From an optimization exercise on the open Yosys and OpenROAD flow, aimed at small area and a short achievable clock period; shortcuts taken in it are not production practice.
The RTL was checked by simulation tests, not by an equivalence proof against the original design.

## flow/design.v (module list and top-level ports; edited modules follow where they fit)
// module calc_op_master: 1470 lines
// module calc_op_master_fa: 10 lines
module calc_op_master #(
  parameter int WIDTH   = 32,
  parameter int TIMEOUT = 64,
  parameter int CNT_W   = 16
) (
  input  logic             clk,
  input  logic             rst,
  input  logic             cmd_valid,
  output logic             cmd_ready,
  input  logic [1:0]       cmd_op,
  input  logic [WIDTH-1:0] cmd_a,
  input  logic [WIDTH-1:0] cmd_b,
  output logic [1:0]       calc_ctrl,
  output logic [WIDTH-1:0] calc_a,
  output logic [WIDTH-1:0] calc_b,
  output logic             calc_din_valid,
  input  logic             calc_stall_out,
  output logic             calc_stall_in,
  input  logic [WIDTH-1:0] calc_out,
  input  logic             calc_dout_valid,
  output logic             res_valid,
  input  logic             res_ready,
  output logic [WIDTH-1:0] res_data,
  output logic [1:0]       res_op,
  output logic             res_err,
  output logic             res_dz,
  output logic             res_timeout,
  output logic [CNT_W-1:0] op_cnt,
  output logic [CNT_W-1:0] err_cnt
);
  // ...
==> flow/flow/run.sh <==
#!/bin/bash
# The standard layout (standard.sh) with changes in effort only, none in constraints:
# - the ports are buffered by the smallest plain buffer (buf_1) instead of the delay buffer
#   buffer_ports picks by default;
# - the timing repair steps aim for extra setup slack (SETUP_SLACK_MARGIN), so that they
#   strengthen the calc_out-to-res_err paths, which otherwise meet the 100 ns clock untouched;
#   after placement they may only resize cells and swap pins (no new buffers).
set -euo pipefail
BUF='BUFFER_PORTS_ARGS=-buffer_cell sky130_fd_sc_hd__buf_1'
bash standard.sh "$BUF" SETUP_SLACK_MARGIN=76 floorplan > standard_flow_floorplan.log 2>&1
bash standard.sh "$BUF" SETUP_SLACK_MARGIN=76 SETUP_MOVE_SEQUENCE=sizeup,swap \
  finish > standard_flow.log 2>&1
==> flow/standard.sh <==
#!/bin/bash
# synth_recipe.tcl (not shown) runs the flow's synth.tcl, then flattens the netlist and writes it again
# the make line also repeats each setting of config.mk as NAME=value (left out here)
make -C /OpenROAD-flow-scripts/flow DESIGN_CONFIG=/design/flow/config.mk WORK_HOME=/design/flow/orfs CLKGATE_MAP_FILE= SYNTH_SCRIPT=/design/flow/synth_recipe.tcl "${@:-finish}"
==> flow/config.mk <==
export PLATFORM = sky130hd
export DESIGN_NAME = calc_op_master
export DESIGN_NICKNAME = calc_op_master
export VERILOG_FILES = /design/flow/design.v
export SDC_FILE = /design/flow/constraint.sdc
export NUM_CORES = 4
export LEC_CHECK = 0
export ABC_AREA = 1
export CAP_MARGIN = 20
export CORE_MARGIN = 2
export CORE_UTILIZATION = 40
export CTS_BUF_LIST = sky130_fd_sc_hd__clkbuf_4 sky130_fd_sc_hd__clkbuf_8
export PLACE_DENSITY = 0.8
export SLEW_MARGIN = 20
export SYNTH_HIERARCHICAL = 1
export SYNTH_MINIMUM_KEEP_SIZE = 0
==> flow/constraint.sdc <==
create_clock -name core_clock -period 100.0 [get_ports {clk}]
set_input_delay 20.0000 -clock core_clock [delete_from_list [all_inputs] [get_ports {clk}]]
set_output_delay 20.0000 -clock core_clock [all_outputs]
set_load 0.01 [all_outputs]
==> results by group, run 1 <==
Synthesis
  – Number of distinct library cells after synthesis: 53
  – Synth Register Bits: between 100 and 150
  – Post-synth top cells: a21oi_1, fa_1, nand2_1
  – Mux share of post-synthesis cell area: 0%

Critical path
  – Most frequent CP cell: nand2_1
  – Reg-to-Reg End: res_err$_SDFFE_PP0P_
  – CP max-delay cell: fa_1
  – Critical path class: input pin to flip-flop
  – Critical path startpoint: calc_out[16]

Clock tree
  – Clock-pin slew on the worst setup and hold paths: around 0.11 ns
  – Inserted Clock Buffers: 17
  – Skew-Pair Late Insertion Delay: approximately 0.58 ns

Detailed routing
  – Detailed-route wire length: 91,500 microns
  – Drt via density: around 6.3
  – Post-Route M1 WL: 33,800 microns

Cells and area
  – Fill count: 4,955
  – Clock-cell share: 1.79%
  – Largest cell class by area: multi-input gates
  – Most common cell after layout, fill and taps aside: a21oi_1

Worst hold path
  – Hold Path Stages: 2

Timing
  – Hold slack final: between 0.4 and 0.5 ns
  – Pins Over Slew Limit: 0
  – Rel. slew slack: a little under 30%
  – Final worst slack: approximately 74 ns

Status
  – Outcome: timing/DRC/antenna clean

GRT
  – First-pass GRT wire length: between 100,000 and 150,000 microns

Floorplanning
  – Die width: roughly 230 microns
==> inputs of run 2 (changes only) <==
--- a/flow/config.mk
+++ b/flow/config.mk
@@ -11,5 +11,4 @@
 export CORE_UTILIZATION = 40
 export CTS_BUF_LIST = sky130_fd_sc_hd__clkbuf_4 sky130_fd_sc_hd__clkbuf_8
-export PLACE_DENSITY = 0.8
 export SLEW_MARGIN = 20
 export SYNTH_HIERARCHICAL = 1
==> run 2 against run 1 <==
  * Still clean on timing, DRC and antenna
  * Routed wire length increased by 6.5%
  * Die area unchanged
  * Flip-flop and latch count did not move
  * Global-route usage grew 2.2 points
  * Via count shrank 1.8%
==> results by group, run 2 <==
Detailed routing
  – Total iterations of the first detailed-routing run: 7 (was 9)
  – Routed Antenna Nets: 0 (unchanged)
  – WL/cell: 28.8 microns (was 27.1 microns)
  – DRT iter0 DRCs: 2,879 (was 3,778)
  – Drt via density: 6.21 (was 6.34)
  – Detailed-route wire length: 97,400 microns (was 91,500 microns)
  – Number of remaining DRC errors: 0 (unchanged)
  – Vias: 21.0k (was 21.4k)

Floorplanning
  – # rows: 82 (unchanged)
  – Core area: 50,000 sq um (unchanged)
  – Die Ht: 229 microns (unchanged)
  – Die area: 52,300 sq um (unchanged)
  – Die width: 229 microns (unchanged)
  – I/O pins: 243 (unchanged)
  – Initial Utilization: 40.4% (unchanged)

Timing
  – Tcrit/Tclk final: 26.1% (was 25.9%)
  – Period minus WS final: 26.09 ns (was 25.90 ns)
  – Slew @ Worst Pin: 1.04 ns (was 1.06 ns)
  – Final worst slack: 73.91 ns (was 74.10 ns)
  – RSZ-0062 raised after global routing: yes (unchanged)
  – Max Fclk: 38.3 MHz (was 38.6 MHz)
  – Pins Over Slew Limit: 0 (unchanged)
  – # setup viols final: 0 (unchanged)
  – Final hold vios: 0 (unchanged)
  – Clk_skew: 0.0205 ns (was 0.0224 ns)
  – Rel. slew slack: 30.6% (was 29.6%)
  – Setup TNS Final: 0 ns (unchanged)

Synthesis
  – Synth warn: 7 (unchanged)
  – Average size of a mapped cell: 7.97 sq um (unchanged)
  – Post-synth top area share: 35.6% (unchanged)
  – Cells after synthesis: 2,531 (unchanged)
  – Number of distinct library cells after synthesis: 53 (unchanged)
  – Mapped Area: 20,200 sq um (unchanged)
  – Main synth FF type: dfxtp_1 (unchanged)
  – Area leader, netlist: fa_1 (unchanged)
  – Post-synth EDFFs: 0 (unchanged)
  – FFs w/ async S/R, synth: 0% (unchanged)
  – Register area share after synthesis: 14.4% (unchanged)
  – Post-synth top cells: a21oi_1, fa_1, nand2_1 (unchanged)
  – Cell with the most instances after synthesis: a21oi_1 (unchanged)
  – Dominant cells by area after synthesis: fa_1, dfxtp_1, a21oi_1, o22ai_1, nand2_1 (unchanged)
  – Synth Register Bits: 145 (unchanged)

Cells and area
  – Area growth syn-to-layout: 12.8% (was 12.2%)
  – Post-Route Utilization: 45.6% (was 45.3%)
  – Most frequent cells in the layout: a21oi_1, nand2_1, fa_1 (unchanged)
  – Most common cell after layout, fill and taps aside: a21oi_1 (unchanged)
  – Fin nets: 3,170 (was 3,166)
  – Share of layout cells above drive strength 1: 10.7% (was 10.5%)
  – Final cell count without fillers: 3,385 (was 3,380)
  – Biggest registers after layout: calc_a x32, calc_b x32, res_data x32 (unchanged)

Flow run
  – Max-cap violations: 0 (unchanged)

Worst hold path
  – Hold Path Stages: 2 (unchanged)
  – HP Class: flip-flop to flip-flop (unchanged)

Critical path
  – CP required: 100.45 ns (was 100.52 ns)
  – Crit end category: flip-flop (unchanged)
  – Reg2Reg Setup Slack: 81.57 ns (was 81.62 ns)
  – R2R cell count: 54 (was 55)
  – CP Max Fanout: 11 (was 8)
  – Startpoint types: input pin (unchanged)
  – Arrival time worst endpoint: 26.54 ns (was 26.42 ns)
  – Critical path class: input pin to flip-flop (unchanged)

Place
  – # port buffers: 242 (unchanged)
  – Place WS: 72.96 ns (was 73.29 ns)
  – DP Cell Count: 3,352 (was 3,348)
  – Hpwl dp: 75,000 microns (was 70,500 microns)
  – GPL Wtd Cong: 1.02 (was 1.05)

Clock tree
  – Clock Tree Buf Depth: 2 (unchanged)
  – Skew-Pair Late Insertion Delay: 0.57 ns (was 0.58 ns)
  – CTS tree: yes (unchanged)
  – Inserted Clock Buffers: 17 (unchanged)
  – Clock-pin slew on the worst setup and hold paths: 0.09 ns (was 0.11 ns)
  – Clk root buf: clkbuf_8 (unchanged)
  – H-tree level count: 4 (unchanged)
  – CTS Sinks: 145 (unchanged)

GRT
  – Total gr overflow: 0 (unchanged)
  – Largest net degree at the start of global routing: 95 (was 84)
  – Initial antenna violation count: 0 (was 1)
  – First-pass GRT wire length: 140,000 microns (was 134,000 microns)
  – GRT Total Usage: 36.8% (was 34.6%)
  – Vias in the first global route: 20.6k (was 20.4k)

Status
  – Outcome: timing/DRC/antenna clean (unchanged)
-- run 2: Yosys stat by module, one instance, submodules excluded --
module             copies in the design  cell area, sq um
calc_op_master_fa                   359              20.0
calc_op_master                        1             13000
-- run 2: final timing paths --
path,from,endpoint
worst max register to register,calc_b[1]$_SDFFE_PP0P_,res_err$_SDFFE_PP0P_
worst min register to register,res_data[28]$_SDFFE_PP0P_,res_data[28]$_SDFFE_PP0P_
worst max-delay path,calc_out[12],res_err$_SDFFE_PP0P_
worst min-delay path,res_data[28]$_SDFFE_PP0P_,res_data[28]$_SDFFE_PP0P_
-- run 2: cells by family (layout without fill, tap and decap cells) --
group / after synthesis / in the layout / share of synthesized area, %
AO/OA/AOI/OAI: 910 / 910 / 25.0
XOR/XNOR: 55 / 55 / 2.39
adder cells (fa/ha/maj): 367 / 367 / 36.1
buffers and inverters: 411 / 575 / 8.07
flip-flops: 145 / 145 / 14.4
other: 2 / 20 / 0.0372
AND/OR/NAND/NOR: 641 / 641 / 14.0
-- run 2: worst max-delay path, stage by stage --
cell	delay [ns]
buf_8	0.09
o21a_4	0.20
inv_4	0.06
nor2_4	0.38
clkinvlp_4	0.56
o22ai_4	0.28
a21oi_4	0.09
fa_1	0.50
fa_1	0.54
fa_2	0.45
fa_2	0.41
fa_2	0.48
fa_2	0.65
fa_2	0.44
inv_2	0.09
o21ai_4	0.07
a211oi_4	0.26
nand3_2	0.16
nor2_1	0.11
nand2_1	0.08
nand3_1	0.09
nand2_1	0.06
nor2_1	0.10
nand3_1	0.09
nand2_1	0.08
nand2_1	0.07
nand2_1	0.07
a21oi_2	0.05
-- run 2: layout make-up --
cell class / instances / area, sq um
fillers: 5134 / 27200
multi-input cells: 1992 / 16300
flip-flops and latches: 145 / 2900
repair buffers: 292 / 1320
inverters: 251 / 1010
well taps: 672 / 841
clock buffers: 17 / 234
clock inverters: 15 / 194
diodes: 1 / 2.50
-- run 2: repair_timing --
item,CTS,global route
pin swaps,11,34
hold buffers,0,0
endpoints found under the setup margin,1,1
buffers inserted,0,0
gates resized for setup,29,41
-- run 2: per-stage QoR --
| step | hold WS [ns] | cell area [sq um] |
|---|---|---|
| after floorplan | 0.456 | 20800 |
| after global placement | 0.448 | 22100 |
| after detailed placement | 0.452 | 22100 |
| after CTS | 0.466 | 22600 |
| after global routing | 0.489 | 22800 |
| final | 0.465 | 22800 |
-- run 2: metal layers --
| metal | global-route usage (%) | up-vias | share of wire (%) |
|---|---|---|---|
| met1 | 47.6 | 10256 | 39 |
| li1 | - | 8979 | - |
| met2 | 55.5 | 1448 | 44 |
| met4 | 16.7 | 0 | 5.2 |
| met3 | 12.5 | 348 | 12 |
| met5 | 0 | - | 0 |
==> inputs of run 3 (changes only) <==
--- a/flow/config.mk
+++ b/flow/config.mk
@@ -7,9 +7,9 @@
 export LEC_CHECK = 0
 export ABC_AREA = 1
-export CAP_MARGIN = 20
+export CAP_MARGIN = 10
 export CORE_MARGIN = 2
 export CORE_UTILIZATION = 40
 export CTS_BUF_LIST = sky130_fd_sc_hd__clkbuf_4 sky130_fd_sc_hd__clkbuf_8
-export SLEW_MARGIN = 20
+export SLEW_MARGIN = 10
 export SYNTH_HIERARCHICAL = 1
 export SYNTH_MINIMUM_KEEP_SIZE = 0
==> run 3 against run 2 <==
  * Design area about the same
  * First-iteration DRC count did not move
  * Highest routed layer unchanged
  * Still clean
  * Final cell count unchanged
  * Setup slack better by 0.010 ns
==> results by group, run 3 <==
Clock tree
  – Clk root buf: clkbuf_8 (unchanged)
  – Clock Tree Buf Depth: 2 (unchanged)
  – Skew-Pair Late Insertion Delay: 0.57 ns (about the same)
  – CTS tree: yes (unchanged)
  – H-tree level count: 4 (unchanged)
  – Inserted Clock Buffers: 17 (unchanged)
  – Clock-pin slew on the worst setup and hold paths: 0.09 ns (about the same)
  – CTS Sinks: 145 (unchanged)

Synthesis
  – Post-synth top area share: 35.6% (unchanged)
  – FFs w/ async S/R, synth: 0% (unchanged)
  – Cells after synthesis: 2,531 (unchanged)
  – Mapped Area: 20,200 sq um (unchanged)
  – Area leader, netlist: fa_1 (unchanged)
  – Number of distinct library cells after synthesis: 53 (unchanged)
  – Cell with the most instances after synthesis: a21oi_1 (unchanged)
  – Post-synth top cells: a21oi_1, fa_1, nand2_1 (unchanged)
  – Average size of a mapped cell: 7.97 sq um (unchanged)
  – Post-synth EDFFs: 0 (unchanged)
  – Synth Register Bits: 145 (unchanged)
  – Synth warn: 7 (unchanged)
  – Main synth FF type: dfxtp_1 (unchanged)
  – Register area share after synthesis: 14.4% (unchanged)
  – Dominant cells by area after synthesis: fa_1, dfxtp_1, a21oi_1, o22ai_1, nand2_1 (unchanged)

Floorplanning
  – Die width: 229 microns (unchanged)
  – Initial Utilization: 40.4% (unchanged)
  – Core area: 50,000 sq um (unchanged)
  – Die Ht: 229 microns (unchanged)
  – # rows: 82 (unchanged)
  – Die area: 52,300 sq um (unchanged)
  – I/O pins: 243 (unchanged)

Cells and area
  – Area occupied by multi-input gates: 16,300 sq um (about the same)
  – Area growth syn-to-layout: 12.8% (about the same)
  – Fin nets: 3,170 (unchanged)
  – Most frequent cells in the layout: a21oi_1, nand2_1, fa_1 (unchanged)
  – Register area: 2900 sq um (unchanged)
  – Share of layout cells above drive strength 1: 10.7% (about the same)
  – Most common cell after layout, fill and taps aside: a21oi_1 (unchanged)
  – Fill count: 5,133 (was 5,134)
  – Biggest registers after layout: calc_a x32, calc_b x32, res_data x32 (unchanged)

Worst hold path
  – HP Class: flip-flop to flip-flop (unchanged)
  – Hold Path Sink: res_data[28]$_SDFFE_PP0P_ (unchanged)
  – Hold Path Stages: 2 (unchanged)
  – Hold Crit Start: res_data[28]$_SDFFE_PP0P_ (unchanged)

Place
  – Place WS: 72.96 ns (unchanged)
  – # port buffers: 242 (unchanged)
  – Hpwl dp: 75,000 microns (unchanged)
  – GPL Wtd Cong: 1.02 (unchanged)

Critical path
  – Reg-to-Reg End: res_err$_SDFFE_PP0P_ (unchanged)
  – Critical path class: input pin to flip-flop (unchanged)
  – Crit end category: flip-flop (unchanged)
  – Startpoint types: input pin (unchanged)
  – CP delay by family, top: adder cells (unchanged)
  – Arrival time worst endpoint: 26.53 ns (was 26.54 ns)
  – Crit-path max cell delay: 0.65 ns (about the same)
  – Reg2Reg Setup Slack: 81.57 ns (about the same)
  – CP max-delay cell: fa_2 (unchanged)
  – Buf/Inv on CP: 4 (unchanged)
  – CP required: 100.45 ns (about the same)
  – CP Max Fanout: 11 (unchanged)
  – R2r startpoint: calc_b[1]$_SDFFE_PP0P_ (unchanged)
  – R2R cell count: 54 (unchanged)

Timing
  – Period minus WS final: 26.08 ns (was 26.09 ns)
  – Max Fclk: 38.3 MHz (about the same)
  – Pins Over Slew Limit: 0 (unchanged)
  – Final hold vios: 0 (unchanged)
  – # setup viols final: 0 (unchanged)
  – Final worst slack: 73.92 ns (was 73.91 ns)
  – Clk_skew: 0.0207 ns (was 0.0205 ns)
  – Slew @ Worst Pin: 1.18 ns (was 1.04 ns)
  – Setup TNS Final: 0 ns (unchanged)
  – Tcrit/Tclk final: 26.1% (about the same)
  – RSZ-0062 raised after global routing: yes (unchanged)
  – Rel. slew slack: 21.1% (was 30.6%)

GRT
  – Vias in the first global route: 20.6k (unchanged)
  – GRT Total Usage: 36.8% (unchanged)
  – First-pass GRT wire length: 140,000 microns (unchanged)
  – Largest net degree at the start of global routing: 95 (unchanged)
  – Total gr overflow: 0 (unchanged)
  – Initial antenna violation count: 0 (unchanged)

Detailed routing
  – Total iterations of the first detailed-routing run: 7 (unchanged)
  – Routed Antenna Nets: 0 (unchanged)
  – DRT iter0 DRCs: 2,879 (unchanged)
  – Drt via density: 6.21 (about the same)
  – Detailed-route wire length: 97,400 microns (about the same)
  – WL/cell: 28.8 microns (about the same)
  – Number of remaining DRC errors: 0 (unchanged)
  – Vias: 21.0k (about the same)

Status
  – Outcome: timing/DRC/antenna clean (unchanged)

Flow run
  – Max-cap violations: 0 (unchanged)
==> run 3: cell count changes in the layout (fill, tap and decap cells not counted) <==
cell,previous run,this run
nand2_1,346,347
nand2_2,10,9
==> run 3: timing repair <==
item | CTS | global route
buffers inserted | 0 | 0
pin swaps | 11 | 34
hold buffers | 0 | 0
setup endpoints to repair | 1 | 1
resized for setup | 29 | 41
==> run 3: modules after synthesis, one instance, submodules excluded <==
| module | area (sq um) | flip-flops and latches | times used |
|---|---|---|---|
| calc_op_master | 13000 | 145 | 1 |
| calc_op_master_fa | 20.0 | 0 | 359 |
==> run 3: through the flow <==
step / std cells / area [sq um] / hold WS, ns / utilization (%)
CTS: 3384 / 22600 / 0.466 / 45.3
detailed placement: 3352 / 22100 / 0.452 / 44.2
global placement: 3352 / 22100 / 0.448 / 44.2
global route: 3384 / 22800 / 0.489 / 45.5
finish: 3385 / 22800 / 0.465 / 45.5
floorplan: 2548 / 20800 / 0.456 / -
==> run 3: logic make-up (layout without fill, tap and decap cells) <==
| logic type | Yosys count | in the layout | share of synthesized area (%) |
|---|---|---|---|
| adders and majority gates | 367 | 367 | 36.1 |
| buffers and inverters | 411 | 575 | 8.07 |
| DFF | 145 | 145 | 14.4 |
| AOI/OAI and AO/OA | 910 | 910 | 25.0 |
| other | 2 | 20 | 0.0372 |
| xor gates and xnor gates | 55 | 55 | 2.39 |
| and+or+nand+nor | 641 | 641 | 14.0 |
==> run 3: worst reg2reg max path, delay by kind of cell, from the launching register on <==
family                     cells  cell delay [ns]
adders and majority gates     37            15.87
and+or+nand+nor               13             1.46
AOI/OAI and AO/OA              3             0.41
DFF                            1             0.31
buffers and inverters          1             0.25
==> run 3: area by class of cell <==
type	count	share of cell area (%)
Antenna cell	1	0.0110
Tap cell	672	3.69
Sequential cell	145	12.8
Inverter	251	4.42
Multi-Input combinational cell	1992	71.4
Timing Repair Buffer	292	5.78
Clock buffer	17	1.03
Clock inverter	15	0.852
==> run 3: worst max-delay path by stage <==
stage                      start                    to  slack [ns]  cells after the start
global placement    calc_out[14]  res_err$_SDFFE_PP0P_       73.01                     28
finish              calc_out[12]  res_err$_SDFFE_PP0P_       73.92                     28
global route         calc_out[0]  res_err$_SDFFE_PP0P_       73.81                     29
CTS                  calc_out[1]  res_err$_SDFFE_PP0P_       74.10                     30
detailed placement  calc_out[14]  res_err$_SDFFE_PP0P_       72.96                     27
floorplan           calc_out[17]  res_err$_SDFFE_PP0P_       74.81                     27
==> run 3: layer usage <==
| metal | track usage, % | vias up | part of all wire (%) |
|---|---|---|---|
| met2 | 55.5 | 1426 | 44 |
| met1 | 47.6 | 10267 | 39 |
| met5 | 0 | - | 0 |
| met4 | 16.7 | 0 | 5.1 |
| li1 | - | 8978 | - |
| met3 | 12.5 | 346 | 12 |
==> inputs of run 4 (changes only) <==
--- a/flow/config.mk
+++ b/flow/config.mk
@@ -7,9 +7,10 @@
 export LEC_CHECK = 0
 export ABC_AREA = 1
-export CAP_MARGIN = 10
+export CAP_MARGIN = 20
 export CORE_MARGIN = 2
-export CORE_UTILIZATION = 40
+export CORE_UTILIZATION = 50
 export CTS_BUF_LIST = sky130_fd_sc_hd__clkbuf_4 sky130_fd_sc_hd__clkbuf_8
-export SLEW_MARGIN = 10
+export PLACE_DENSITY = 0.8
+export SLEW_MARGIN = 20
 export SYNTH_HIERARCHICAL = 1
 export SYNTH_MINIMUM_KEEP_SIZE = 0
==> run 4 against run 3 <==
  * Still clean on timing, DRC and antenna
  * Highest routed layer unchanged
  * Final cell count shrank 4.4%
  * Critical path depth is the same
  * Non-clock buffer count shrank 2
==> results by group, run 4 <==
Detailed routing
  – Number of remaining DRC errors: 0 (unchanged)
  – Top Metal Used: met4 (unchanged)
  – Total iterations of the first detailed-routing run: 8 (was 7)
  – Met2 wire length: 38,800 microns (was 42,800 microns)
  – Drt via density: 6.66 (was 6.21)
  – Detailed-route wire length: 91,100 microns (was 97,400 microns)
  – Routed Antenna Nets: 0 (unchanged)
  – Post-Route M1 WL: 33,300 microns (was 38,200 microns)
  – WL/cell: 28.1 microns (was 28.8 microns)
  – Metal3 WL: 12,500 microns (was 11,400 microns)
  – Vias: 21.6k (was 21.0k)
  – DRT iter0 DRCs: 3,087 (was 2,879)

Synthesis
  – Post-synth top cells: a21oi_1, fa_1, nand2_1 (unchanged)
  – Average size of a mapped cell: 7.97 sq um (unchanged)
  – Synth warn: 7 (unchanged)
  – Number of distinct library cells after synthesis: 53 (unchanged)
  – Mapped Area: 20,200 sq um (unchanged)
  – Cells after synthesis: 2,531 (unchanged)
  – Post-synth top area share: 35.6% (unchanged)
  – Register area share after synthesis: 14.4% (unchanged)
  – Area leader, netlist: fa_1 (unchanged)
  – Cell with the most instances after synthesis: a21oi_1 (unchanged)
  – FFs w/ async S/R, synth: 0% (unchanged)
  – Dominant cells by area after synthesis: fa_1, dfxtp_1, a21oi_1, o22ai_1, nand2_1 (unchanged)
  – Synth Register Bits: 145 (unchanged)
  – Main synth FF type: dfxtp_1 (unchanged)
  – Post-synth EDFFs: 0 (unchanged)

Cells and area
  – Most common cell after layout, fill and taps aside: a21oi_1 (unchanged)
  – Register area: 2900 sq um (unchanged)
  – Final cell count without fillers: 3,237 (was 3,385)
  – Biggest registers after layout: calc_a x32, calc_b x32, res_data x32 (unchanged)
  – Area growth syn-to-layout: 12.2% (was 12.8%)
  – Share of layout cells above drive strength 1: 11.0% (was 10.7%)
  – Most frequent cells in the layout: a21oi_1, nand2_1, fa_1 (unchanged)
  – Area occupied by multi-input gates: 16,300 sq um (about the same)
  – Fill count: 3,791 (was 5,133)
  – Fin nets: 3,168 (was 3,170)

Timing
  – Tcrit/Tclk final: 25.9% (was 26.1%)
  – Final hold vios: 0 (unchanged)
  – Slew @ Worst Pin: 1.02 ns (was 1.18 ns)
  – Final worst slack: 74.06 ns (was 73.92 ns)
  – # setup viols final: 0 (unchanged)
  – Max Fclk: 38.6 MHz (was 38.3 MHz)
  – Rel. slew slack: 31.8% (was 21.1%)
  – Setup TNS Final: 0 ns (unchanged)
  – Pins Over Slew Limit: 0 (unchanged)
  – Period minus WS final: 25.94 ns (was 26.08 ns)
  – Clk_skew: 0.0228 ns (was 0.0207 ns)
  – RSZ-0062 raised after global routing: yes (unchanged)

Critical path
  – Arrival time worst endpoint: 26.39 ns (was 26.53 ns)
  – CP delay by family, top: adder cells (unchanged)
  – Crit-path max cell delay: 0.63 ns (was 0.65 ns)
  – Buf/Inv on CP: 4 (unchanged)
  – Critical path class: input pin to flip-flop (unchanged)
  – CP max-delay cell: fa_2 (unchanged)
  – CP required: 100.45 ns (about the same)
  – Startpoint types: input pin (unchanged)
  – Crit end category: flip-flop (unchanged)
  – CP Max Fanout: 16 (was 11)

GRT
  – Largest net degree at the start of global routing: 95 (unchanged)
  – First-pass GRT wire length: 134,000 microns (was 140,000 microns)
  – Initial antenna violation count: 0 (unchanged)
  – Total gr overflow: 0 (unchanged)
  – GRT Total Usage: 44.0% (was 36.8%)
  – Vias in the first global route: 21.1k (was 20.6k)

Clock tree
  – Skew-Pair Late Insertion Delay: 0.57 ns (about the same)
  – Clk root buf: clkbuf_8 (unchanged)
  – Clock Tree Buf Depth: 2 (unchanged)
  – Total setup buffers inserted after CTS: 0 (unchanged)
  – CTS Sinks: 145 (unchanged)
  – H-tree level count: 4 (unchanged)
  – Clock-pin slew on the worst setup and hold paths: 0.10 ns (was 0.09 ns)
  – Hold buffers post-CTS: 0 (unchanged)
  – Inserted Clock Buffers: 17 (unchanged)
  – CTS tree: yes (unchanged)

Floorplanning
  – Initial Utilization: 50.7% (was 40.4%)
  – Die area: 42,000 sq um (was 52,300 sq um)
  – # rows: 73 (was 82)
  – Die Ht: 205 microns (was 229 microns)
  – Core area: 39,800 sq um (was 50,000 sq um)
  – I/O pins: 243 (unchanged)
  – Die width: 205 microns (was 229 microns)

Place
  – # port buffers: 242 (unchanged)
  – Place WS: 73.16 ns (was 72.96 ns)
  – GPL Wtd Cong: 1.10 (was 1.02)
  – Hpwl dp: 70,500 microns (was 75,000 microns)
  – DP Cell Count: 3,203 (was 3,352)

Worst hold path
  – HP Class: flip-flop to flip-flop (unchanged)

Status
  – Outcome: timing/DRC/antenna clean (unchanged)

Flow run
  – Max-cap violations: 0 (unchanged)
-- run 4: cell counts after synthesis --
Identical to the previous run, type by type.
-- run 4: final timing paths --
kind / slack [ns] / start / end / cells after the start
max: 74.06 / calc_out[6] / res_err$_SDFFE_PP0P_ / 28
min reg2reg: 0.47 / res_data[1]$_SDFFE_PP0P_ / res_data[1]$_SDFFE_PP0P_ / 2
max reg2reg: 81.81 / calc_b[1]$_SDFFE_PP0P_ / res_err$_SDFFE_PP0P_ / 54
min: 0.47 / res_data[1]$_SDFFE_PP0P_ / res_data[1]$_SDFFE_PP0P_ / 2
-- run 4: what timing repair did --
item,4_1_cts,5_1_grt
endpoints found under the setup margin,1,1
pin swaps,23,29
resized for setup,40,32
-- run 4: metrics by stage --
step	instance area [sq um]	hold WS (ns)	utilization, %
after floorplan	20800	0.456	-
after global placement	21900	0.448	55.0
after detailed placement	21900	0.452	55.0
after CTS	22500	0.466	56.6
after global routing	22600	0.496	56.8
final	22600	0.465	56.8
-- run 4: metal layers --
layer | vias up | global-route usage, %
li1 | 8990 | -
met3 | 465 | 15.3
met5 | - | 0
met2 | 1793 | 64.8
met1 | 10315 | 56.1
met4 | 0 | 25.3
-- run 4: area by class of cell --
| type | count | area share, % |
|---|---|---|
| Antenna cell | 2 | 0.0221 |
| Timing Repair Buffer | 290 | 5.74 |
| Clock inverter | 15 | 1.14 |
| Multi-Input combinational cell | 1992 | 71.9 |
| Sequential cell | 145 | 12.8 |
| Inverter | 251 | 4.46 |
| Tap cell | 525 | 2.90 |
| Clock buffer | 17 | 1.03 |
-- run 4: per-module statistics from Yosys, one instance, submodules excluded --
module	copies in the design	cell area (sq um)
calc_op_master	1	13000
calc_op_master_fa	359	20.0
-- run 4: logic make-up (layout without fill, tap and decap cells) --
group,Yosys count,count (layout),synth area share (%)
flops,145,145,14.4
buf+inv,411,573,8.07
compound gates,910,910,25.0
xor+xnor,55,55,2.39
simple gates,641,641,14.0
other cells,2,21,0.0372
fa+ha+maj,367,367,36.1
-- run 4: tightest hold or removal path: stages, from the launching register on --
cell and delay (ns):
dfxtp_1 0.32, nand2_1 0.06, a21oi_1 0.05
==> inputs of run 5 (changes only) <==
==> flow/flow/run.sh (replaced) <==
#!/bin/bash
# The standard layout (standard.sh) with changes in effort only, none in constraints:
# - the ports are buffered by the smallest plain buffer (buf_1) instead of the delay buffer
#   buffer_ports picks by default;
# - the timing repair steps aim for extra setup slack (SETUP_SLACK_MARGIN), so that they
#   strengthen the calc_out-to-res_err paths, which otherwise meet the 100 ns clock untouched;
#   after placement they may remove buffers, resize cells, swap pins and split loads.
set -euo pipefail
BUF='BUFFER_PORTS_ARGS=-buffer_cell sky130_fd_sc_hd__buf_1'
bash standard.sh "$BUF" SETUP_SLACK_MARGIN=76 floorplan > standard_flow_floorplan.log 2>&1
bash standard.sh "$BUF" SETUP_SLACK_MARGIN=76 SETUP_MOVE_SEQUENCE=unbuffer,sizeup,swap,split \
  finish > standard_flow.log 2>&1
--- a/flow/config.mk
+++ b/flow/config.mk
@@ -9,7 +9,7 @@
 export CAP_MARGIN = 20
 export CORE_MARGIN = 2
-export CORE_UTILIZATION = 50
+export CORE_UTILIZATION = 40
 export CTS_BUF_LIST = sky130_fd_sc_hd__clkbuf_4 sky130_fd_sc_hd__clkbuf_8
-export PLACE_DENSITY = 0.8
+export PLACE_DENSITY = 0.92
 export SLEW_MARGIN = 20
 export SYNTH_HIERARCHICAL = 1
==> run 5 against run 4 <==
  * Still clean
  * Utilization is 11 points lower
  * Flip-flop and latch count stayed put
  * Worst hold slack barely moved
  * Design area grew 1.0%
  * Clock skew is 0.0081 ns lower
  * Global-route usage fell by 8.3 points
==> results by group, run 5 <==
Timing
  – Pins Over Slew Limit: 0 (unchanged)
  – # setup viols final: 0 (unchanged)
  – Final worst slack: 74.18 ns (was 74.06 ns)
  – Final hold vios: 0 (unchanged)
  – Setup TNS Final: 0 ns (unchanged)
  – Slew @ Worst Pin: 1.12 ns (was 1.02 ns)
  – RSZ-0062 raised after global routing: yes (unchanged)
  – Tcrit/Tclk final: 25.8% (was 25.9%)
  – Period minus WS final: 25.82 ns (was 25.94 ns)
  – Max Fclk: 38.7 MHz (was 38.6 MHz)
  – Clk_skew: 0.0147 ns (was 0.0228 ns)
  – Rel. slew slack: 25.4% (was 31.8%)

Cells and area
  – Most common cell after layout, fill and taps aside: a21oi_1 (unchanged)
  – Area growth syn-to-layout: 13.3% (was 12.2%)
  – Fill count: 4,858 (was 3,791)
  – Fin nets: 3,184 (was 3,168)
  – Share of layout cells above drive strength 1: 11.2% (was 11.0%)
  – Most frequent cells in the layout: a21oi_1, nand2_1, fa_1 (unchanged)
  – Biggest registers after layout: calc_a x32, calc_b x32, res_data x32 (unchanged)

Synthesis
  – FFs w/ async S/R, synth: 0% (unchanged)
  – Number of distinct library cells after synthesis: 53 (unchanged)
  – Post-synth top area share: 35.6% (unchanged)
  – Mapped Area: 20,200 sq um (unchanged)
  – Area leader, netlist: fa_1 (unchanged)
  – Main synth FF type: dfxtp_1 (unchanged)
  – Cells after synthesis: 2,531 (unchanged)
  – Average size of a mapped cell: 7.97 sq um (unchanged)
  – Synth warn: 7 (unchanged)
  – Synth Register Bits: 145 (unchanged)
  – Cell with the most instances after synthesis: a21oi_1 (unchanged)
  – Register area share after synthesis: 14.4% (unchanged)
  – Dominant cells by area after synthesis: fa_1, dfxtp_1, a21oi_1, o22ai_1, nand2_1 (unchanged)
  – Post-synth top cells: a21oi_1, fa_1, nand2_1 (unchanged)
  – Post-synth EDFFs: 0 (unchanged)

Detailed routing
  – Detailed-route wire length: 94,100 microns (was 91,100 microns)
  – WL/cell: 27.7 microns (was 28.1 microns)
  – Vias: 22.1k (was 21.6k)
  – Number of remaining DRC errors: 0 (unchanged)
  – Drt via density: 6.50 (was 6.66)
  – Routed Antenna Nets: 0 (unchanged)
  – Total iterations of the first detailed-routing run: 12 (was 8)
  – DRT iter0 DRCs: 4,102 (was 3,087)

Floorplanning
  – # rows: 82 (was 73)
  – I/O pins: 243 (unchanged)
  – Die area: 52,300 sq um (was 42,000 sq um)
  – Initial Utilization: 40.4% (was 50.7%)
  – Die Ht: 229 microns (was 205 microns)
  – Die width: 229 microns (was 205 microns)
  – Core area: 50,000 sq um (was 39,800 sq um)

Critical path
  – Critical path class: input pin to flip-flop (unchanged)
  – Crit end category: flip-flop (unchanged)
  – CP required: 100.50 ns (was 100.45 ns)
  – Startpoint types: input pin (unchanged)
  – Most frequent CP cell: fa_1
  – Buf/Inv on CP: 5 (was 4)
  – CP Cell Sequence: buf_2, inv_2, o21ai_4, inv_2, nor2_4, buf_2, buf_4, a21oi_1, fa_1, fa_1, fa_1, fa_1, fa_1, nor2_1, nor4_1, nand4_1, nor4_1, nand4_1, nand2_1, nand2_1, nand2_1, a21oi_1
  – R2R cell count: 51 (was 54)
  – CP max-delay cell: nor4_1 (was fa_2)
  – Crit-path max cell delay: 0.71 ns (was 0.63 ns)
  – Arrival time worst endpoint: 26.33 ns (was 26.39 ns)
  – Cell depth of the worst setup path: 22 (was 28)
  – CP delay by family, top: adder cells (unchanged)
  – CP Max Fanout: 8 (was 16)

Worst hold path
  – Hold Path Stages: 2 (unchanged)
  – HP Class: flip-flop to flip-flop (unchanged)

GRT
  – GRT Total Usage: 35.6% (was 44.0%)
  – Vias in the first global route: 21.2k (was 21.1k)
  – Largest net degree at the start of global routing: 95 (unchanged)
  – M3 GR Usage: 17.9% (was 15.3%)
  – Initial antenna violation count: 3 (was 0)
  – Total gr overflow: 0 (unchanged)
  – GR Util met2: 50.6% (was 64.8%)
  – Grt peak-use layer: met2 (unchanged)
  – First-pass GRT wire length: 137,000 microns (was 134,000 microns)
  – M1 GR Usage: 43.0% (was 56.1%)

Place
  – # port buffers: 242 (unchanged)
  – Place WS: 73.24 ns (was 73.16 ns)
  – Hpwl dp: 70,400 microns (was 70,500 microns)
  – GPL Wtd Cong: 1.07 (was 1.10)

Flow run
  – Max-cap violations: 0 (unchanged)

Clock tree
  – Clock-pin slew on the worst setup and hold paths: 0.10 ns (about the same)
  – Inserted Clock Buffers: 17 (unchanged)
  – CTS tree: yes (unchanged)
  – Clk root buf: clkbuf_8 (unchanged)
  – H-tree level count: 4 (unchanged)
  – Clock Tree Buf Depth: 2 (unchanged)
  – CTS Sinks: 145 (unchanged)
  – Skew-Pair Late Insertion Delay: 0.61 ns (was 0.57 ns)

Status
  – Outcome: timing/DRC/antenna clean (unchanged)
==> run 5: cells by family after synthesis <==
kind of cell / count (synthesis) / share of synthesized area [%]
AO/OA/AOI/OAI: 910 / 25.0
XOR/XNOR: 55 / 2.39
adder cells (fa/ha/maj): 367 / 36.1
buffers and inverters: 411 / 8.07
flip-flops: 145 / 14.4
other: 2 / 0.0372
AND/OR/NAND/NOR: 641 / 14.0
==> run 5: Yosys stat by module (local to each module, per instance) <==
module / times used / cell area, sq um
calc_op_master: 1 / 13000
calc_op_master_fa: 359 / 20.0
==> run 5: worst paths after layout <==
path | end | from | slack [ns]
max | res_err$_SDFFE_PP0P_ | calc_out[0] | 74.18
min | res_data[13]$_SDFFE_PP0P_ | res_data[13]$_SDFFE_PP0P_ | 0.46
max reg2reg | res_err$_SDFFE_PP0P_ | calc_b[1]$_SDFFE_PP0P_ | 81.39
min reg2reg | res_data[13]$_SDFFE_PP0P_ | res_data[13]$_SDFFE_PP0P_ | 0.46
==> run 5: tightest hold or removal path, cell delays in order, from the launching register on <==
cell	delay (ns)
dfxtp_1	0.32
nand2_1	0.06
a21oi_1	0.05
==> run 5: repair_timing <==
| item | in CTS | in global routing |
|---|---|---|
| hold buffers | 0 | 0 |
| resized for setup | 61 | 13 |
| gates cloned | 0 | 0 |
| setup buffers | 19 | 1 |
| endpoints found under the setup margin | 1 | 1 |
| pin swaps | 41 | 17 |
==> run 5: routing by layer <==
layer,vias up,wire (microns),share of wire (%)
met5,-,0,0
li1,9023,-,-
met3,619,15400,16
met4,0,7770,8.3
met1,10393,32500,35
met2,2073,38400,41
==> run 5: layout make-up <==
class | count | area (sq um) | share of cell area (%)
inverter | 251 | 1000 | 4.38
timing repair buffer | 306 | 1430 | 6.27
clock inverter | 14 | 159 | 0.695
antenna | 2 | 5.00 | 0.0219
sequential | 145 | 2900 | 12.7
clock buffer | 18 | 248 | 1.08
tap | 672 | 841 | 3.68
multi-input combinational | 1992 | 16300 | 71.2
==> run 5: per-stage QoR <==
step | utilization, % | hold WS (ns) | instance area, sq um | std cells
after floorplan | - | 0.456 | 20800 | 2548
after global placement | 44.1 | 0.447 | 22000 | 3345
after detailed placement | 44.1 | 0.452 | 22100 | 3346
after CTS | 45.6 | 0.467 | 22800 | 3397
after global routing | 45.8 | 0.485 | 22900 | 3399
final | 45.8 | 0.465 | 22900 | 3400
==> inputs of run 6 (changes only) <==
--- a/flow/config.mk
+++ b/flow/config.mk
@@ -11,5 +11,5 @@
 export CORE_UTILIZATION = 40
 export CTS_BUF_LIST = sky130_fd_sc_hd__clkbuf_4 sky130_fd_sc_hd__clkbuf_8
-export PLACE_DENSITY = 0.92
+export PLACE_DENSITY = 0.8
 export SLEW_MARGIN = 20
 export SYNTH_HIERARCHICAL = 1
==> run 6 against run 5 <==
  * Still clean on timing, DRC and antenna
  * Routed wire length shrank 0.80%
  * Die area unchanged
  * Clock skew rose by 0.0092 ns
  * Setup slack gained 0.11 ns
  * Critical path depth increased by 6
  * Final cell count down 0.15%
  * Utilization shrank 0.31 points
  * Global-route usage down 0.18 points
  * Sequential share of layout area grew 0.086 points
  * Fmax increased by 0.42%
  * Critical path type unchanged
  * Largest cell class unchanged
  * Highest routed layer unchanged
==> results by group, run 6 <==
Cells and area
  – Biggest registers after layout: calc_a x32, calc_b x32, res_data x32 (unchanged)
  – Post-route cell area: 22,700 sq um (was 22,900 sq um)
  – Register area: 2900 sq um (unchanged)
  – Share of layout cells above drive strength 1: 10.5% (was 11.2%)
  – Most frequent cells in the layout: a21oi_1, nand2_1, fa_1 (unchanged)
  – Fin nets: 3,180 (was 3,184)
  – Fill count: 4,950 (was 4,858)
  – Most common cell after layout, fill and taps aside: a21oi_1 (unchanged)
  – Area occupied by multi-input gates: 16,200 sq um (was 16,300 sq um)
  – Area growth syn-to-layout: 12.5% (was 13.3%)
  – Final cell count without fillers: 3,395 (was 3,400)

Worst hold path
  – HP Class: flip-flop to flip-flop (unchanged)

Detailed routing
  – Drt via density: 6.39 (was 6.50)
  – DRT iter0 DRCs: 3,572 (was 4,102)
  – WL/cell: 27.5 microns (was 27.7 microns)
  – Number of remaining DRC errors: 0 (unchanged)
  – Routed Antenna Nets: 0 (unchanged)
  – Detailed-route wire length: 93,300 microns (was 94,100 microns)
  – Vias: 21.7k (was 22.1k)
  – Total iterations of the first detailed-routing run: 9 (was 12)

Floorplanning
  – Initial Utilization: 40.4% (unchanged)
  – Core area: 50,000 sq um (unchanged)
  – # rows: 82 (unchanged)
  – Die area: 52,300 sq um (unchanged)
  – I/O pins: 243 (unchanged)
  – Die width: 229 microns (unchanged)
  – Die Ht: 229 microns (unchanged)

GRT
  – Vias in the first global route: 20.7k (was 21.2k)
  – GR Util met2: 51.4% (was 50.6%)
  – Grt peak-use layer: met2 (unchanged)
  – M3 GR Usage: 13.8% (was 17.9%)
  – Largest net degree at the start of global routing: 84 (was 95)
  – GRT Total Usage: 35.5% (was 35.6%)
  – Total gr overflow: 0 (unchanged)
  – M1 GR Usage: 44.7% (was 43.0%)
  – First-pass GRT wire length: 136,000 microns (was 137,000 microns)
  – Initial antenna violation count: 2 (was 3)

Synthesis
  – Post-synth top cells: a21oi_1, fa_1, nand2_1 (unchanged)
  – FFs w/ async S/R, synth: 0% (unchanged)
  – Synth Register Bits: 145 (unchanged)
  – Cell with the most instances after synthesis: a21oi_1 (unchanged)
  – Synth warn: 7 (unchanged)
  – Number of distinct library cells after synthesis: 53 (unchanged)
  – Dominant cells by area after synthesis: fa_1, dfxtp_1, a21oi_1, o22ai_1, nand2_1 (unchanged)
  – Mapped Area: 20,200 sq um (unchanged)
  – Post-synth EDFFs: 0 (unchanged)
  – Area leader, netlist: fa_1 (unchanged)
  – Main synth FF type: dfxtp_1 (unchanged)
  – Average size of a mapped cell: 7.97 sq um (unchanged)
  – Post-synth top area share: 35.6% (unchanged)
  – Register area share after synthesis: 14.4% (unchanged)
  – Cells after synthesis: 2,531 (unchanged)

Clock tree
  – Skew-Pair Late Insertion Delay: 0.60 ns (was 0.61 ns)
  – Inserted Clock Buffers: 17 (unchanged)
  – CTS Sinks: 145 (unchanged)
  – CTS tree: yes (unchanged)
  – Clk root buf: clkbuf_8 (unchanged)
  – H-tree level count: 4 (unchanged)
  – Hold buffers post-CTS: 0 (unchanged)
  – Clock Tree Buf Depth: 2 (unchanged)
  – Clock-pin slew on the worst setup and hold paths: 0.11 ns (was 0.10 ns)

Critical path
  – CP Max Fanout: 8 (unchanged)
  – Reg2Reg Setup Slack: 81.70 ns (was 81.39 ns)
  – CP required: 100.54 ns (was 100.50 ns)
  – Crit end category: flip-flop (unchanged)
  – Arrival time worst endpoint: 26.25 ns (was 26.33 ns)
  – Critical path class: input pin to flip-flop (unchanged)
  – Startpoint types: input pin (unchanged)

Timing
  – Tcrit/Tclk final: 25.7% (was 25.8%)
  – Clk_skew: 0.0239 ns (was 0.0147 ns)
  – Hold slack final: 0.466 ns (was 0.465 ns)
  – # setup viols final: 0 (unchanged)
  – RSZ-0062 raised after global routing: yes (unchanged)
  – Final hold vios: 0 (unchanged)
  – Rel. slew slack: 27.7% (was 25.4%)
  – Slew @ Worst Pin: 1.08 ns (was 1.12 ns)
  – Pins Over Slew Limit: 0 (unchanged)
  – Setup TNS Final: 0 ns (unchanged)
  – Max Fclk: 38.9 MHz (was 38.7 MHz)
  – Period minus WS final: 25.72 ns (was 25.82 ns)

Place
  – Placed cell area: 22,100 sq um (about the same)
  – # port buffers: 242 (unchanged)
  – DP Cell Count: 3,348 (was 3,346)
  – Hpwl dp: 70,500 microns (was 70,400 microns)
  – GPL Wtd Cong: 1.05 (was 1.07)

Status
  – Outcome: timing/DRC/antenna clean (unchanged)

Flow run
  – Max-cap violations: 0 (unchanged)
[run 6: cell counts after synthesis]
No cell type changed its count.
[run 6: per-layer routing]
metal	vias up	part of all wire (%)
met4	0	7.4
met1	10324	36
met2	1860	42
met5	-	0
met3	496	14
li1	9004	-
[run 6: area by class of cell]
type	count	area share, %
antenna	2	0.0220
clock buffer	17	1.03
clock inverter	14	0.755
inverter	251	4.40
multi-input combinational	1992	71.3
sequential	145	12.8
tap	672	3.70
timing repair buffer	302	6.05
[run 6: worst paths after layout]
path                        startpoint                         to  depth (start not counted)
max                       calc_out[11]       res_err$_SDFFE_PP0P_                         28
min          res_data[13]$_SDFFE_PP0P_  res_data[13]$_SDFFE_PP0P_                          2
max reg2reg     calc_b[1]$_SDFFE_PP0P_       res_err$_SDFFE_PP0P_                         55
min reg2reg  res_data[13]$_SDFFE_PP0P_  res_data[13]$_SDFFE_PP0P_                          2
[run 6: critical path, stage by stage]
cell	delay, ns
buf_2	0.15
o21ai_4	0.23
inv_4	0.10
nor2_4	0.41
clkinv_4	0.19
o22ai_1	0.15
a21oi_1	0.10
fa_1	0.51
fa_2	0.66
fa_2	0.47
fa_2	0.36
fa_2	0.54
fa_2	0.48
fa_1	0.50
nand2_1	0.16
nand4_1	0.17
nor2_2	0.17
and3_1	0.17
nand2_1	0.07
nand2_1	0.07
nand2_1	0.07
nand4_1	0.09
nor2_1	0.06
nand3_1	0.07
nand2_1	0.05
nand2_1	0.05
nand2_1	0.04
a21oi_1	0.14
[run 6: logic make-up after synthesis]
group           count (synthesis)  synth area share, %
fa+ha+maj                     367                 36.1
xor+xnor                       55                 2.39
other cells                     2               0.0372
flops                         145                 14.4
buf+inv                       411                 8.07
simple gates                  641                 14.0
compound gates                910                 25.0
[run 6: metrics by stage]
stage / worst slack (ns) / util (%)
2_1_floorplan: 74.81 / -
3_3_place_gp: 73.38 / 44.2
3_5_place_dp: 73.29 / 44.2
4_1_cts: 74.47 / 45.4
5_1_grt: 74.07 / 45.4
6_report: 74.28 / 45.5
[run 6: timing repair]
action | in CTS | in global routing
cloned | 0 | 0
setup buffers | 14 | 0
pin swaps | 13 | 3
resized for setup | 42 | 2
endpoints found under the setup margin | 1 | 1
[run 6: per-module statistics from Yosys, one instance, submodules excluded]
module / area [sq um] / copies in the design / cells / flops+latches
calc_op_master: 13000 / 1 / 2172 / 145
calc_op_master_fa: 20.0 / 359 / 1 / 0

==> afterwards: timing with drivers on the ports <==
No port has a modelled driver above. Below, the same layouts with a new extraction and two added sets of constraints.
Step 1 sets driving cells, clkbuf_16 on the clock port and buf_2 on the other inputs (assumed; they add their load-dependent delay and slew).
Step 2 moves the port delays by t, midway between the first and last clock arrival at a register: inputs arrive t later, outputs are due t later. That takes back most of the time a late clock gives input paths.
a / b / c = no drivers / after step 1 / after step 2; a / b = the first two.
run	shift t [ns]	setup slack, ns	hold slack, ns	worst register clock-pin slew, ns	worst data-port slew with drivers (ns)
run 1	0.621	74.103 / 74.129 / 73.508	0.466 / 0.466 / 0.466	0.11 / 0.11	0.07
run 2	0.617	73.910 / 73.913 / 73.295	0.465 / 0.465 / 0.465	0.12 / 0.12	0.05
run 3	0.617	73.920 / 73.923 / 73.306	0.465 / 0.465 / 0.465	0.12 / 0.12	0.05
run 4	0.604	74.061 / 74.086 / 73.482	0.465 / 0.465 / 0.465	0.12 / 0.12	0.05
run 5	0.654	74.175 / 74.208 / 73.554	0.465 / 0.465 / 0.465	0.11 / 0.11	0.07
run 6	0.641	74.284 / 74.319 / 73.678	0.466 / 0.466 / 0.466	0.11 / 0.11	0.07
After both steps setup and hold are still met in every run listed. The setup slack of run 5, which loses most, moves by +0.033 ns with the drivers and by -0.621 ns with both steps.
